This design comes from an exercise in tuning for small area, a short achievable clock period and few clock cycles per item on the open sky130 flow, not from production work. Only simulation tests tie the RTL to the original design; equivalence was not proved.

==> inputs of build 76 <==
==> flow/design.v (excerpt) <==
module contiguous_block_allocator (
  input  wire logic              clk_i,
  input  wire logic              rst_ni,
  input  wire logic              req_valid,
  output logic                   req_ready,
  input  wire logic [1:0]        req_type,
  input  wire logic [7:0]        req_handle,
  input  wire logic [19:0]       req_size_bytes,
  output logic                   rsp_valid,
  input  wire logic              rsp_ready,
  output logic [1:0]             rsp_status,
  output logic [7:0]             rsp_start_block,
  output logic [8:0]             rsp_current_usage,
  output logic [8:0]             rsp_peak_usage,
  input  wire logic              psel,
  input  wire logic              penable,
  input  wire logic              pwrite,
  input  wire logic [cba_pkg::PaddrW-1:0] paddr,
  input  wire logic [31:0]       pwdata,
  output logic [31:0]            prdata,
  output logic                   pready
);
export LEC_CHECK = 0
export CAP_MARGIN = 20
export CORE_MARGIN = 2
export CORE_UTILIZATION = 40
export GPL_TIMING_DRIVEN = 0
export SETUP_SLACK_MARGIN = 2.5
export SLEW_MARGIN = 20
export SYNTH_HIERARCHICAL = 1
create_clock -name core_clock -period 10.0 [get_ports {clk_i}]
run.sh (not shown) runs the stock make flow with config.mk's settings and CLKGATE_MAP_FILE= SYNTH_SCRIPT=/design/flow/synth_recipe.tcl, a recipe that flattens the netlist after the stock synthesis.
==> trial 49 (differences from build 76) <==
--- a/flow/design.v
+++ b/flow/design.v
@@ -133,38 +133,34 @@
   input  wire logic         clk_i,
   input  wire logic         rst_ni,
   input  wire logic         push_valid_i,
   output logic              push_ready_o,
   input  wire logic [W-1:0] push_data_i,
   output logic              pop_valid_o,
   input  wire logic         pop_i,
   output logic [W-1:0]      pop_data_o,
-  output logic              nxt_valid_o,   
+  output logic              nxt_valid_o,
   output logic [W-1:0]      nxt_data_o
 );
   logic [W-1:0] slot0_q, slot1_q;
   logic         wr_ptr_q, rd_ptr_q;
   logic [1:0]   count_q, count_d;
   logic         ready_q;
-  logic         do_push, do_pop;
+  logic         do_push, do_pop, keep;
   assign push_ready_o = ready_q;
   assign pop_valid_o  = (count_q != 2'd0);
   assign pop_data_o   = rd_ptr_q ? slot1_q : slot0_q;
   assign do_push      = push_valid_i && ready_q;
   assign do_pop       = pop_i && (count_q != 2'd0);
-  always_comb begin
-    unique case (count_q)
-      2'd0:    count_d = do_push ? 2'd1 : 2'd0;
-      2'd1:    count_d = do_pop ? (do_push ? 2'd1 : 2'd0) : (do_push ? 2'd2 : 2'd1);
-      default: count_d = do_pop ? 2'd1 : 2'd2;
-    endcase
-  end
-  assign nxt_valid_o = (count_q == 2'd2) || do_push;
-  assign nxt_data_o  = (count_q == 2'd2) ? (rd_ptr_q ? slot0_q : slot1_q) : push_data_i;
+  assign count_d      = count_q + 2'(do_push) - 2'(do_pop);
+  assign keep        = (count_q == 2'd2) || (count_q == 2'd1 && !do_pop);
+  assign nxt_valid_o = keep || do_push;
+  assign nxt_data_o  = !keep ? push_data_i :
+                       ((rd_ptr_q ^ do_pop) ? slot1_q : slot0_q);
   always_ff @(posedge clk_i or negedge rst_ni) begin
     if (!rst_ni) begin
       wr_ptr_q <= 1'b0;
       rd_ptr_q <= 1'b0;
       count_q  <= 2'd0;
       ready_q  <= 1'b1;
     end else begin
       if (do_push) wr_ptr_q <= ~wr_ptr_q;
@@ -204,102 +200,30 @@
         assign vo[j] = vl | vh;
         assign io[j*(l+1) +: l+1] = vl ? {1'b0, il} : {1'b1, ih};
       end
     end
   end
   assign found_o = lv[7].vo[0];
   assign idx_o   = lv[7].io[7:0];
 endmodule
-module cba_tpre (
-  input  wire logic [8:0]   v_i,
-  output logic [47:0]       pd_o     
-);
-  always_comb begin
-    for (int k = 0; k < 16; k++) begin
-      pd_o[k]      = !v_i[8] && (4'(k) > v_i[7:4]);
-      pd_o[16 + k] = !v_i[8] && (4'(k) == v_i[7:4]);
-      pd_o[32 + k] = (4'(k) >= v_i[3:0]);
-    end
-  end
-endmodule
-module cba_texp (
-  input  wire logic [47:0]  pd_i,
-  output logic [255:0]      ge_o
-);
-  always_comb begin
-    for (int i = 0; i < 256; i++) begin
-      ge_o[i] = pd_i[i/16] || (pd_i[16 + i/16] && pd_i[32 + i%16]);
-    end
-  end
-endmodule
 module cba_thermo (
   input  wire logic [8:0]   v_i,
   output logic [255:0]      ge_o
 );
-  logic [47:0] pd;
-  cba_tpre u_pre (.v_i(v_i), .pd_o(pd));
-  cba_texp u_exp (.pd_i(pd), .ge_o(ge_o));
-endmodule
-module cba_inc_add8 (
-  input  wire logic [7:0] x_i,
-  input  wire logic [7:0] y_i,
-  output logic [8:0]      s_o
-);
-  logic [7:0] g0, p0, g1, p1, g2, p2, g3, p3, h;
+  logic [15:0] hi_gt, hi_eq, lo_ge;
   always_comb begin
-    h  = x_i ^ y_i;
-    g0 = x_i & y_i;
-    p0 = x_i | y_i;
-    g0[0] = x_i[0] | y_i[0];
-    p0[0] = 1'b0;
-    for (int i = 0; i < 8; i++) begin
-      g1[i] = (i % 2 == 1) ? (g0[i] | (p0[i] & g0[i-1])) : g0[i];
-      p1[i] = (i % 2 == 1) ? (p0[i] & p0[i-1]) : p0[i];
-    end
-    for (int i = 0; i < 8; i++) begin
-      g2[i] = (i % 4 >= 2) ? (g1[i] | (p1[i] & g1[(i/4)*4+1])) : g1[i];
-      p2[i] = (i % 4 >= 2) ? (p1[i] & p1[(i/4)*4+1]) : p1[i];
-    end
-    for (int i = 0; i < 8; i++) begin
-      g3[i] = (i >= 4) ? (g2[i] | (p2[i] & g2[3])) : g2[i];
-      p3[i] = (i >= 4) ? (p2[i] & p2[3]) : p2[i];
+    for (int k = 0; k < 16; k++) begin
+      hi_gt[k] = (4'(k) > v_i[7:4]);
+      hi_eq[k] = (4'(k) == v_i[7:4]);
+      lo_ge[k] = (4'(k) >= v_i[3:0]);
     end
-    s_o[0] = ~h[0];
-    for (int i = 1; i < 8; i++) s_o[i] = h[i] ^ g3[i-1];
-    s_o[8] = g3[7];
-  end
-endmodule
-module cba_fits (
-  input  wire logic [7:0] a_i,
-  input  wire logic [8:0] b_i,
-  input  wire logic [7:0] q_i,
-  output logic            fit_o
-);
-  logic [9:0] s, m, c;
-  logic [9:0] g0, p0;
-  logic [4:0] g1, p1;
-  logic       g2a, p2a, g2b, p2b, c8, c9;
-  always_comb begin
-    s = {1'b0, b_i} ^ ~{2'b0, a_i} ^ ~{2'b0, q_i};
-    m = ({1'b0, b_i} & ~{2'b0, a_i}) | ({1'b0, b_i} & ~{2'b0, q_i}) | (~{2'b0, a_i} & ~{2'b0, q_i});
-    c = {m[8:0], 1'b1};
-    g0 = s & c;
-    p0 = s | c;
-    for (int i = 0; i < 4; i++) begin
-      g1[i] = g0[2*i+1] | (p0[2*i+1] & g0[2*i]);
-      p1[i] = p0[2*i+1] & p0[2*i];
+    for (int i = 0; i < 256; i++) begin
+      ge_o[i] = !v_i[8] && (hi_gt[i/16] || (hi_eq[i/16] && lo_ge[i%16]));
     end
-    g2a = g1[1] | (p1[1] & g1[0]);
-    p2a = p1[1] & p1[0];
-    g2b = g1[3] | (p1[3] & g1[2]);
-    p2b = p1[3] & p1[2];
-    c8  = g2b | (p2b & g2a);
-    c9  = g0[8] | (p0[8] & c8);
-    fit_o = !(s[9] ^ c[9] ^ c9);
   end
 endmodule
 module cba_back (
   input  wire logic                        clk_i,
   input  wire logic                        rst_ni,
   input  wire logic                        hd_valid_i,
   output logic                             hd_pop_o,
   input  wire logic [1:0]                  hd_req_i,
@@ -346,77 +270,73 @@
   logic [255:0] used_q, start_q, used_e, start_e;
   logic [7:0]   cursor_q, cursor_d;
   logic [8:0]   usage_q, peak_q, peak_m;
   logic         srch_q, move_q, rsz_q, rel_q, pass2_q;
   logic         srch_d, move_d, rsz_d, rel_d, pass2_d;
   logic [7:0]   x_q, x_d;
   logic [8:0]   e_q, e_d;
   logic [7:0]   a_q, a_d;
-  logic         w_rng_q, w_set_q, w_resp_q;
-  logic         w_rng_d, w_set_d, w_sop_d, w_resp_d;
+  logic         w_rng_q, w_set_q, w_sop_q, w_sset_q, w_resp_q;
+  logic         w_rng_d, w_set_d, w_sop_d, w_sset_d, w_resp_d;
   logic [8:0]   w_lo_q, w_hi_q, w_lo_d, w_hi_d;
   logic [1:0]   w_st_q, w_st_d;
   logic [7:0]   w_rs_q, w_rs_d;
   logic         r_vld_q;
   logic [1:0]   r_st_q;
   logic [7:0]   r_rs_q;
   logic         rsp_vld_q;
   logic [1:0]   rsp_st_q;
   logic [7:0]   rsp_rs_q;
   logic [8:0]   rsp_cur_q, rsp_peak_q;
   logic         go, done, load;
-  logic [47:0]  pre_lo, pre_hi;
-  logic [31:0]  pd_lo_q, pd_lo_d;         
-  logic [15:0]  pd_lge_q;                 
-  logic [47:0]  pd_hi_q;
-  logic [15:0]  pd_seh_q, pd_seh_d;       
-  logic [15:0]  pd_sel_q, pd_sel_d;       
-  logic [255:0] ge_wlo, ge_whi;
-  cba_tpre u_pre_lo (.v_i(w_lo_d), .pd_o(pre_lo));
-  cba_tpre u_pre_hi (.v_i(w_hi_d), .pd_o(pre_hi));
-  cba_texp u_exp_lo (.pd_i({pd_lge_q, pd_lo_q}), .ge_o(ge_wlo));
-  cba_texp u_exp_hi (.pd_i(pd_hi_q), .ge_o(ge_whi));
+  logic [255:0] ge_wlo, ge_whi, wmask;
+  cba_thermo u_ge_wlo (.v_i(w_lo_q), .ge_o(ge_wlo));
+  cba_thermo u_ge_whi (.v_i(w_hi_q), .ge_o(ge_whi));
+  assign wmask = ge_wlo & ~ge_whi;
   always_comb begin
-    pd_lo_d  = pre_lo[31:0] & {32{w_rng_d}};
-    pd_seh_d = pre_lo[31:16] & {16{w_sop_d}};
-    for (int k = 0; k < 16; k++) begin
-      pd_sel_d[k] = pre_lo[32 + k] && (k == 0 || !pre_lo[32 + ((k == 0) ? 0 : k - 1)]);
-    end
     for (int i = 0; i < 256; i++) begin
-      used_e[i]  = used_q[i] ^ (ge_wlo[i] && !ge_whi[i]);
-      start_e[i] = start_q[i] ^ (pd_seh_q[i/16] && pd_sel_q[i%16]);
+      used_e[i]  = (w_rng_q && wmask[i]) ? w_set_q : used_q[i];
+      start_e[i] = (w_sop_q && ge_wlo[i] && (i == 0 || !ge_wlo[(i == 0) ? 0 : i-1])) ? w_sset_q
+                                                                                    : start_q[i];
     end
   end
   logic [255:0] ge_x, gt_x, va, vb;
   logic         fa, fb, fit, fit_len, in_lim, live, nz;
   logic [7:0]   a8, b8;
   logic [8:0]   a, b, e9, apn, hn, cur_n;
+  logic [9:0]   cs_s, cs_c, cs_m;
   cba_thermo u_ge_x (.v_i({1'b0, x_q}), .ge_o(ge_x));
   assign gt_x = {ge_x[254:0], 1'b0};
   assign va = ge_x & (~used_e | ({256{rsz_q}} & start_e & gt_x));
   assign vb = gt_x & start_e & ({256{rsz_q}} | ~{used_e[254:0], 1'b1});
   cba_ffs u_ffs_a (.v_i(va), .found_o(fa), .idx_o(a8));
   cba_ffs u_ffs_b (.v_i(vb), .found_o(fb), .idx_o(b8));
   assign a  = {1'b0, a8};
   assign b  = fb ? {1'b0, b8} : 9'd256;
   assign e9 = fa ? a : 9'd256;
-  cba_fits u_fits (.a_i(a8), .b_i(b), .q_i(hd_q_i), .fit_o(fit_len));
+  assign cs_s    = {1'b0, b} ^ ~{2'b0, a8} ^ ~{2'b0, hd_q_i};
+  assign cs_c    = {cs_m[8:0], 1'b1};
+  assign cs_m    = ({1'b0, b} & ~{2'b0, a8}) | ({1'b0, b} & ~{2'b0, hd_q_i}) |
+                   (~{2'b0, a8} & ~{2'b0, hd_q_i});
+  assign fit_len = !(cs_s[9] ^ cs_c[9] ^
+                     carry16({7'd0, cs_s[8:0] & cs_c[8:0]}, {7'h7f, cs_s[8:0] | cs_c[8:0]}, 1'b0));
   assign in_lim  = !pass2_q || !ge9(a, {1'b0, cursor_q});
   assign fit     = fa && fit_len && in_lim;
-  cba_inc_add8 u_apn (.x_i(a8), .y_i(hd_q_i), .s_o(apn));
-  cba_inc_add8 u_hn (.x_i(hd_handle_i), .y_i(hd_q_i), .s_o(hn));
-  assign live  = |(start_e & ge_x & ~gt_x);
+  assign apn     = {1'b0, a8} + {1'b0, hd_q_i} + 9'd1;
+  assign hn    = {1'b0, hd_handle_i} + {1'b0, hd_q_i} + 9'd1;
+  assign live  = start_e[hd_handle_i];
   assign nz    = hd_req_i == cba_pkg::REQ_FREE || hd_zero_i;
-  cba_inc_add8 u_cur_n (.x_i(cursor_q), .y_i(hd_q_i), .s_o(cur_n));
+  assign cur_n = {1'b0, cursor_q} + {1'b0, hd_q_i} + 9'd1;
   always_comb begin
     done     = 1'b0;
     w_rng_d  = 1'b0;
     w_set_d  = 1'b0;
     w_sop_d  = 1'b0;
+    w_sset_d = 1'b0;
     w_lo_d   = a;
     w_hi_d   = apn;
     w_resp_d = 1'b0;
     w_st_d   = cba_pkg::ST_INVALID;
     w_rs_d   = '0;
     cursor_d = cursor_q;
     srch_d   = srch_q;
     move_d   = move_q;
@@ -426,16 +346,17 @@
     x_d      = x_q;
     e_d      = e_q;
     a_d      = a_q;
     if (srch_q) begin
       if (fit) begin
         w_rng_d  = 1'b1;
         w_set_d  = 1'b1;
         w_sop_d  = 1'b1;
+        w_sset_d = 1'b1;
         cursor_d = cur_n[8] ? 8'd0 : cur_n[7:0];
         if (move_q) begin
           srch_d = 1'b0;
           move_d = 1'b0;
           rel_d  = 1'b1;
           a_d    = a8;
         end else begin
           done     = 1'b1;
@@ -556,51 +477,47 @@
       peak_q    <= '0;
       srch_q    <= 1'b0;
       move_q    <= 1'b0;
       rsz_q     <= 1'b0;
       rel_q     <= 1'b0;
       pass2_q   <= 1'b0;
       x_q       <= '0;
       w_rng_q   <= 1'b0;
+      w_sop_q   <= 1'b0;
       w_resp_q  <= 1'b0;
-      pd_lo_q   <= '0;
-      pd_seh_q  <= '0;
       r_vld_q   <= 1'b0;
       rsp_vld_q <= 1'b0;
     end else begin
       used_q   <= used_e;
       start_q  <= start_e;
       peak_q   <= peak_m;
       cursor_q <= cursor_d;
       srch_q   <= srch_d;
       move_q   <= move_d;
       rsz_q    <= rsz_d;
       rel_q    <= rel_d;
       pass2_q  <= pass2_d;
       x_q      <= x_d;
-      pd_lo_q  <= pd_lo_d;
-      pd_seh_q <= pd_seh_d;
       if (go) begin
         w_rng_q   <= w_rng_d;
+        w_sop_q   <= w_sop_d;
         w_resp_q  <= w_resp_d;
         r_vld_q   <= w_resp_q;
         rsp_vld_q <= r_vld_q;
         if (w_rng_q) usage_q <= w_set_q ? usage_q + (w_hi_q - w_lo_q) : usage_q - (w_hi_q - w_lo_q);
       end
     end
   end
   always_ff @(posedge clk_i) begin
-    e_q       <= e_d;
-    a_q       <= a_d;
-    pd_lge_q  <= pre_lo[47:32];
-    pd_sel_q  <= pd_sel_d;
-    pd_hi_q   <= pre_hi;
+    e_q <= e_d;
+    a_q <= a_d;
     if (go) begin
       w_set_q  <= w_set_d;
+      w_sset_q <= w_sset_d;
       w_lo_q   <= w_lo_d;
       w_hi_q   <= w_hi_d;
       w_st_q   <= w_st_d;
       w_rs_q   <= w_rs_d;
       r_st_q   <= w_st_q;
       r_rs_q   <= w_rs_q;
       rsp_st_q   <= r_st_q;
       rsp_rs_q   <= r_rs_q;
- CORE_UTILIZATION: 40 -> 45
- GPL_TIMING_DRIVEN: 0 -> not set
- SETUP_SLACK_MARGIN: 2.5 -> 3
- SYNTH_HIERARCHICAL: 1 -> not set
==> build 51 (differences from build 76) <==
--- a/flow/design.v
+++ b/flow/design.v
@@ -399,17 +399,17 @@
   assign a  = {1'b0, a8};
   assign b  = fb ? {1'b0, b8} : 9'd256;
   assign e9 = fa ? a : 9'd256;
   cba_fits u_fits (.a_i(a8), .b_i(b), .q_i(hd_q_i), .fit_o(fit_len));
   assign in_lim  = !pass2_q || !ge9(a, {1'b0, cursor_q});
   assign fit     = fa && fit_len && in_lim;
   cba_inc_add8 u_apn (.x_i(a8), .y_i(hd_q_i), .s_o(apn));
   cba_inc_add8 u_hn (.x_i(hd_handle_i), .y_i(hd_q_i), .s_o(hn));
-  assign live  = |(start_e & ge_x & ~gt_x);
+  assign live  = start_e[hd_handle_i];
   assign nz    = hd_req_i == cba_pkg::REQ_FREE || hd_zero_i;
   cba_inc_add8 u_cur_n (.x_i(cursor_q), .y_i(hd_q_i), .s_o(cur_n));
   always_comb begin
     done     = 1'b0;
     w_rng_d  = 1'b0;
     w_set_d  = 1'b0;
     w_sop_d  = 1'b0;
     w_lo_d   = a;
- CORE_UTILIZATION: 40 -> 55
==> trial 13 (differences from build 76) <==
--- a/flow/design.v
+++ b/flow/design.v
@@ -347,48 +347,41 @@
   logic [7:0]   cursor_q, cursor_d;
   logic [8:0]   usage_q, peak_q, peak_m;
   logic         srch_q, move_q, rsz_q, rel_q, pass2_q;
   logic         srch_d, move_d, rsz_d, rel_d, pass2_d;
   logic [7:0]   x_q, x_d;
   logic [8:0]   e_q, e_d;
   logic [7:0]   a_q, a_d;
   logic         w_rng_q, w_set_q, w_resp_q;
-  logic         w_rng_d, w_set_d, w_sop_d, w_resp_d;
+  logic         w_rng_d, w_set_d, w_sop_d, w_sset_d, w_resp_d;
   logic [8:0]   w_lo_q, w_hi_q, w_lo_d, w_hi_d;
   logic [1:0]   w_st_q, w_st_d;
   logic [7:0]   w_rs_q, w_rs_d;
   logic         r_vld_q;
   logic [1:0]   r_st_q;
   logic [7:0]   r_rs_q;
   logic         rsp_vld_q;
   logic [1:0]   rsp_st_q;
   logic [7:0]   rsp_rs_q;
   logic [8:0]   rsp_cur_q, rsp_peak_q;
   logic         go, done, load;
-  logic [47:0]  pre_lo, pre_hi;
-  logic [31:0]  pd_lo_q, pd_lo_d;         
-  logic [15:0]  pd_lge_q;                 
-  logic [47:0]  pd_hi_q;
-  logic [15:0]  pd_seh_q, pd_seh_d;       
-  logic [15:0]  pd_sel_q, pd_sel_d;       
+  logic         pd_rng_q, pd_set_q, pd_sop_q, pd_sset_q;
+  logic [47:0]  pd_lo_q, pd_hi_q, pd_lo_d, pd_hi_d;
   logic [255:0] ge_wlo, ge_whi;
-  cba_tpre u_pre_lo (.v_i(w_lo_d), .pd_o(pre_lo));
-  cba_tpre u_pre_hi (.v_i(w_hi_d), .pd_o(pre_hi));
-  cba_texp u_exp_lo (.pd_i({pd_lge_q, pd_lo_q}), .ge_o(ge_wlo));
+  cba_tpre u_pre_lo (.v_i(w_lo_d), .pd_o(pd_lo_d));
+  cba_tpre u_pre_hi (.v_i(w_hi_d), .pd_o(pd_hi_d));
+  cba_texp u_exp_lo (.pd_i(pd_lo_q), .ge_o(ge_wlo));
   cba_texp u_exp_hi (.pd_i(pd_hi_q), .ge_o(ge_whi));
   always_comb begin
-    pd_lo_d  = pre_lo[31:0] & {32{w_rng_d}};
-    pd_seh_d = pre_lo[31:16] & {16{w_sop_d}};
-    for (int k = 0; k < 16; k++) begin
-      pd_sel_d[k] = pre_lo[32 + k] && (k == 0 || !pre_lo[32 + ((k == 0) ? 0 : k - 1)]);
-    end
     for (int i = 0; i < 256; i++) begin
-      used_e[i]  = used_q[i] ^ (ge_wlo[i] && !ge_whi[i]);
-      start_e[i] = start_q[i] ^ (pd_seh_q[i/16] && pd_sel_q[i%16]);
+      used_e[i]  = (pd_rng_q && ge_wlo[i] && !ge_whi[i]) ? pd_set_q : used_q[i];
+      start_e[i] = (pd_sop_q && pd_lo_q[16 + i/16] && pd_lo_q[32 + i%16] &&
+                    (i % 16 == 0 || !pd_lo_q[32 + ((i % 16 == 0) ? 0 : i%16 - 1)])) ? pd_sset_q
+                                                                                      : start_q[i];
     end
   end
   logic [255:0] ge_x, gt_x, va, vb;
   logic         fa, fb, fit, fit_len, in_lim, live, nz;
   logic [7:0]   a8, b8;
   logic [8:0]   a, b, e9, apn, hn, cur_n;
   cba_thermo u_ge_x (.v_i({1'b0, x_q}), .ge_o(ge_x));
   assign gt_x = {ge_x[254:0], 1'b0};
@@ -399,24 +392,25 @@
   assign a  = {1'b0, a8};
   assign b  = fb ? {1'b0, b8} : 9'd256;
   assign e9 = fa ? a : 9'd256;
   cba_fits u_fits (.a_i(a8), .b_i(b), .q_i(hd_q_i), .fit_o(fit_len));
   assign in_lim  = !pass2_q || !ge9(a, {1'b0, cursor_q});
   assign fit     = fa && fit_len && in_lim;
   cba_inc_add8 u_apn (.x_i(a8), .y_i(hd_q_i), .s_o(apn));
   cba_inc_add8 u_hn (.x_i(hd_handle_i), .y_i(hd_q_i), .s_o(hn));
-  assign live  = |(start_e & ge_x & ~gt_x);
+  assign live  = start_e[hd_handle_i];
   assign nz    = hd_req_i == cba_pkg::REQ_FREE || hd_zero_i;
   cba_inc_add8 u_cur_n (.x_i(cursor_q), .y_i(hd_q_i), .s_o(cur_n));
   always_comb begin
     done     = 1'b0;
     w_rng_d  = 1'b0;
     w_set_d  = 1'b0;
     w_sop_d  = 1'b0;
+    w_sset_d = 1'b0;
     w_lo_d   = a;
     w_hi_d   = apn;
     w_resp_d = 1'b0;
     w_st_d   = cba_pkg::ST_INVALID;
     w_rs_d   = '0;
     cursor_d = cursor_q;
     srch_d   = srch_q;
     move_d   = move_q;
@@ -426,16 +420,17 @@
     x_d      = x_q;
     e_d      = e_q;
     a_d      = a_q;
     if (srch_q) begin
       if (fit) begin
         w_rng_d  = 1'b1;
         w_set_d  = 1'b1;
         w_sop_d  = 1'b1;
+        w_sset_d = 1'b1;
         cursor_d = cur_n[8] ? 8'd0 : cur_n[7:0];
         if (move_q) begin
           srch_d = 1'b0;
           move_d = 1'b0;
           rel_d  = 1'b1;
           a_d    = a8;
         end else begin
           done     = 1'b1;
@@ -557,48 +552,49 @@
       srch_q    <= 1'b0;
       move_q    <= 1'b0;
       rsz_q     <= 1'b0;
       rel_q     <= 1'b0;
       pass2_q   <= 1'b0;
       x_q       <= '0;
       w_rng_q   <= 1'b0;
       w_resp_q  <= 1'b0;
-      pd_lo_q   <= '0;
-      pd_seh_q  <= '0;
+      pd_rng_q  <= 1'b0;
+      pd_sop_q  <= 1'b0;
       r_vld_q   <= 1'b0;
       rsp_vld_q <= 1'b0;
     end else begin
       used_q   <= used_e;
       start_q  <= start_e;
       peak_q   <= peak_m;
       cursor_q <= cursor_d;
       srch_q   <= srch_d;
       move_q   <= move_d;
       rsz_q    <= rsz_d;
       rel_q    <= rel_d;
       pass2_q  <= pass2_d;
       x_q      <= x_d;
-      pd_lo_q  <= pd_lo_d;
-      pd_seh_q <= pd_seh_d;
+      pd_rng_q <= w_rng_d;
+      pd_sop_q <= w_sop_d;
       if (go) begin
         w_rng_q   <= w_rng_d;
         w_resp_q  <= w_resp_d;
         r_vld_q   <= w_resp_q;
         rsp_vld_q <= r_vld_q;
         if (w_rng_q) usage_q <= w_set_q ? usage_q + (w_hi_q - w_lo_q) : usage_q - (w_hi_q - w_lo_q);
       end
     end
   end
   always_ff @(posedge clk_i) begin
     e_q       <= e_d;
     a_q       <= a_d;
-    pd_lge_q  <= pre_lo[47:32];
-    pd_sel_q  <= pd_sel_d;
-    pd_hi_q   <= pre_hi;
+    pd_set_q  <= w_set_d;
+    pd_sset_q <= w_sset_d;
+    pd_lo_q   <= pd_lo_d;
+    pd_hi_q   <= pd_hi_d;
     if (go) begin
       w_set_q  <= w_set_d;
       w_lo_q   <= w_lo_d;
       w_hi_q   <= w_hi_d;
       w_st_q   <= w_st_d;
       w_rs_q   <= w_rs_d;
       r_st_q   <= w_st_q;
       r_rs_q   <= w_rs_q;
==> run notes <==
The flow ran to the end and the layout has no timing, DRC or antenna violations. The number of nets in the finished design is ~9,000. The summed negative setup slack over all endpoints is 0 ps.

The number of sinks handled by clock tree synthesis came out at approximately 930. The register-to-register setup slack came out at approximately 2400 ps. The floorplan step defined a die boundary enclosing about 180,000 sq um.

The gate count after technology mapping is 8,035. The fraction of final cell area spent on non-clock buffers in this run is 0.100. The met1 layer wirelength in the final routing came out at 138 mm. In this run the critical register-to-register path is launched from u_back.pd_sop_q. In the layout the commonest cells are sky130_fd_sc_hd__nand2_1 (833), sky130_fd_sc_hd__a21o_1 (813), sky130_fd_sc_hd__dfrtp_1 (571).

The beginning of the worst hold path is u_front.step[4].cut.t_q[9]. The TritonCTS buffer count is 110. The data arrival at the endpoint of the critical path came out at about 8300 ps. The proportion of cell area spent on the clock network is 0.0474.
# the run above: trial 13

==> run notes <==
The TritonCTS buffer count is 115. The flow ran to the end and the layout has no timing, DRC or antenna violations.

In the final design database the tool counted 8,375 nets. The fraction of final cell area spent on clock buffers and inverters in this run is 0.0455. Leaving out fill and tap cells, the most frequent cells in the layout are sky130_fd_sc_hd__a21o_1 (758), sky130_fd_sc_hd__nand2_1 (653), sky130_fd_sc_hd__dfrtp_1 (608). The data-path buffer share of cell area in the final layout is 0.0955. The overall die area came out at between 150,000 and 200,000 sq um.

The number of sinks handled by clock tree synthesis is 959. The data arrival at the endpoint of the critical path is around 8300 ps.
# the run above: build 76

==> run notes <==
The flow ran to the end and the layout has no timing, DRC or antenna violations. For this block, wires on met1 add up to 127 mm. The TritonCTS buffer count is roughly 110. After routing, the total negative slack on setup checks comes to 0 ps. The top cell types in the final layout, fill and taps aside, are sky130_fd_sc_hd__a21o_1 (813), sky130_fd_sc_hd__nand2_1 (733), sky130_fd_sc_hd__dfrtp_1 (618). Synthesis produced a netlist whose cell count is 8,089.

The beginning of the worst hold path is u_front.step[4].cut.q_q[4]. The register-to-register setup slack came out at roughly 2200 ps. The data arrival at the endpoint of the critical path came out at roughly 8400 ps.

Measured on the final layout, the clock distribution area share stands at 0.0455.
# the run above: build 51

==> run notes <==
The data-path buffer share of cell area in the final layout came out at 0.181. The library cells used most frequently in the layout, excluding fill and tap cells, are sky130_fd_sc_hd__buf_4 (1,663), sky130_fd_sc_hd__nand2_1 (641), sky130_fd_sc_hd__dfrtp_1 (567). The flow ran to the end, but the layout failed its checks. Summed over all failing endpoints, the final setup total negative slack is -127 ps. The smallest setup slack after layout came out at -54.3 ps. The proportion of cell area spent on the clock network came out at 0.0392. Setup violations remaining at the end of the flow were counted as 4. After the last flow step, the layout net total stands at 10,012. A clean result was blocked by max-capacitance violations, max-slew violations, negative setup slack.

The max-slew violation count came out at 10. The met1 layer wirelength in the final routing came out at 162 mm.

The setup check on the worst reg-to-reg path leaves a slack of -50 ps. The gate count after technology mapping came out at 8,280. The number of maximum-capacitance violations is 2.
# the run above: trial 49

Testbench counts of build 76, summed over its fixed seeds: cycles 6,558, items 4,000.
Testbench counts of trial 49, summed over its fixed seeds: cycles 6,558, items 4,000.
Testbench counts of build 51, summed over its fixed seeds: cycles 6,558, items 4,000.
Testbench counts of trial 13, summed over its fixed seeds: cycles 6,558, items 4,000.

==> re-timing with driven ports <==
The flow's constraints put no driver on any port. The routed layouts listed below were extracted and timed again, unchanged, in two steps. Step 1 sets driving cells, clkbuf_16 on the clock port and buf_2 on the other inputs (assumed; they add their load-dependent delay and slew). Step 2 times the ports against the registers' clock, not the clock port: input delays grow and output delays shrink by t, the midpoint of the rising clock arrivals with the driver on. a / b / c = ideal ports / drivers / drivers and shift; a / b = the first two.
run | t, ns | setup WS [ns] | worst data-port slew with drivers (ns)
build 76 | 0.887 | 2.362 / 2.362 / 2.362 | 0.05
trial 49 | 0.883 | -0.054 / -0.054 / -0.054 | 0.06
build 51 | 0.843 | 2.248 / 2.248 / 2.248 | 0.08
trial 13 | 0.873 | 2.373 / 2.373 / 2.373 | 0.05
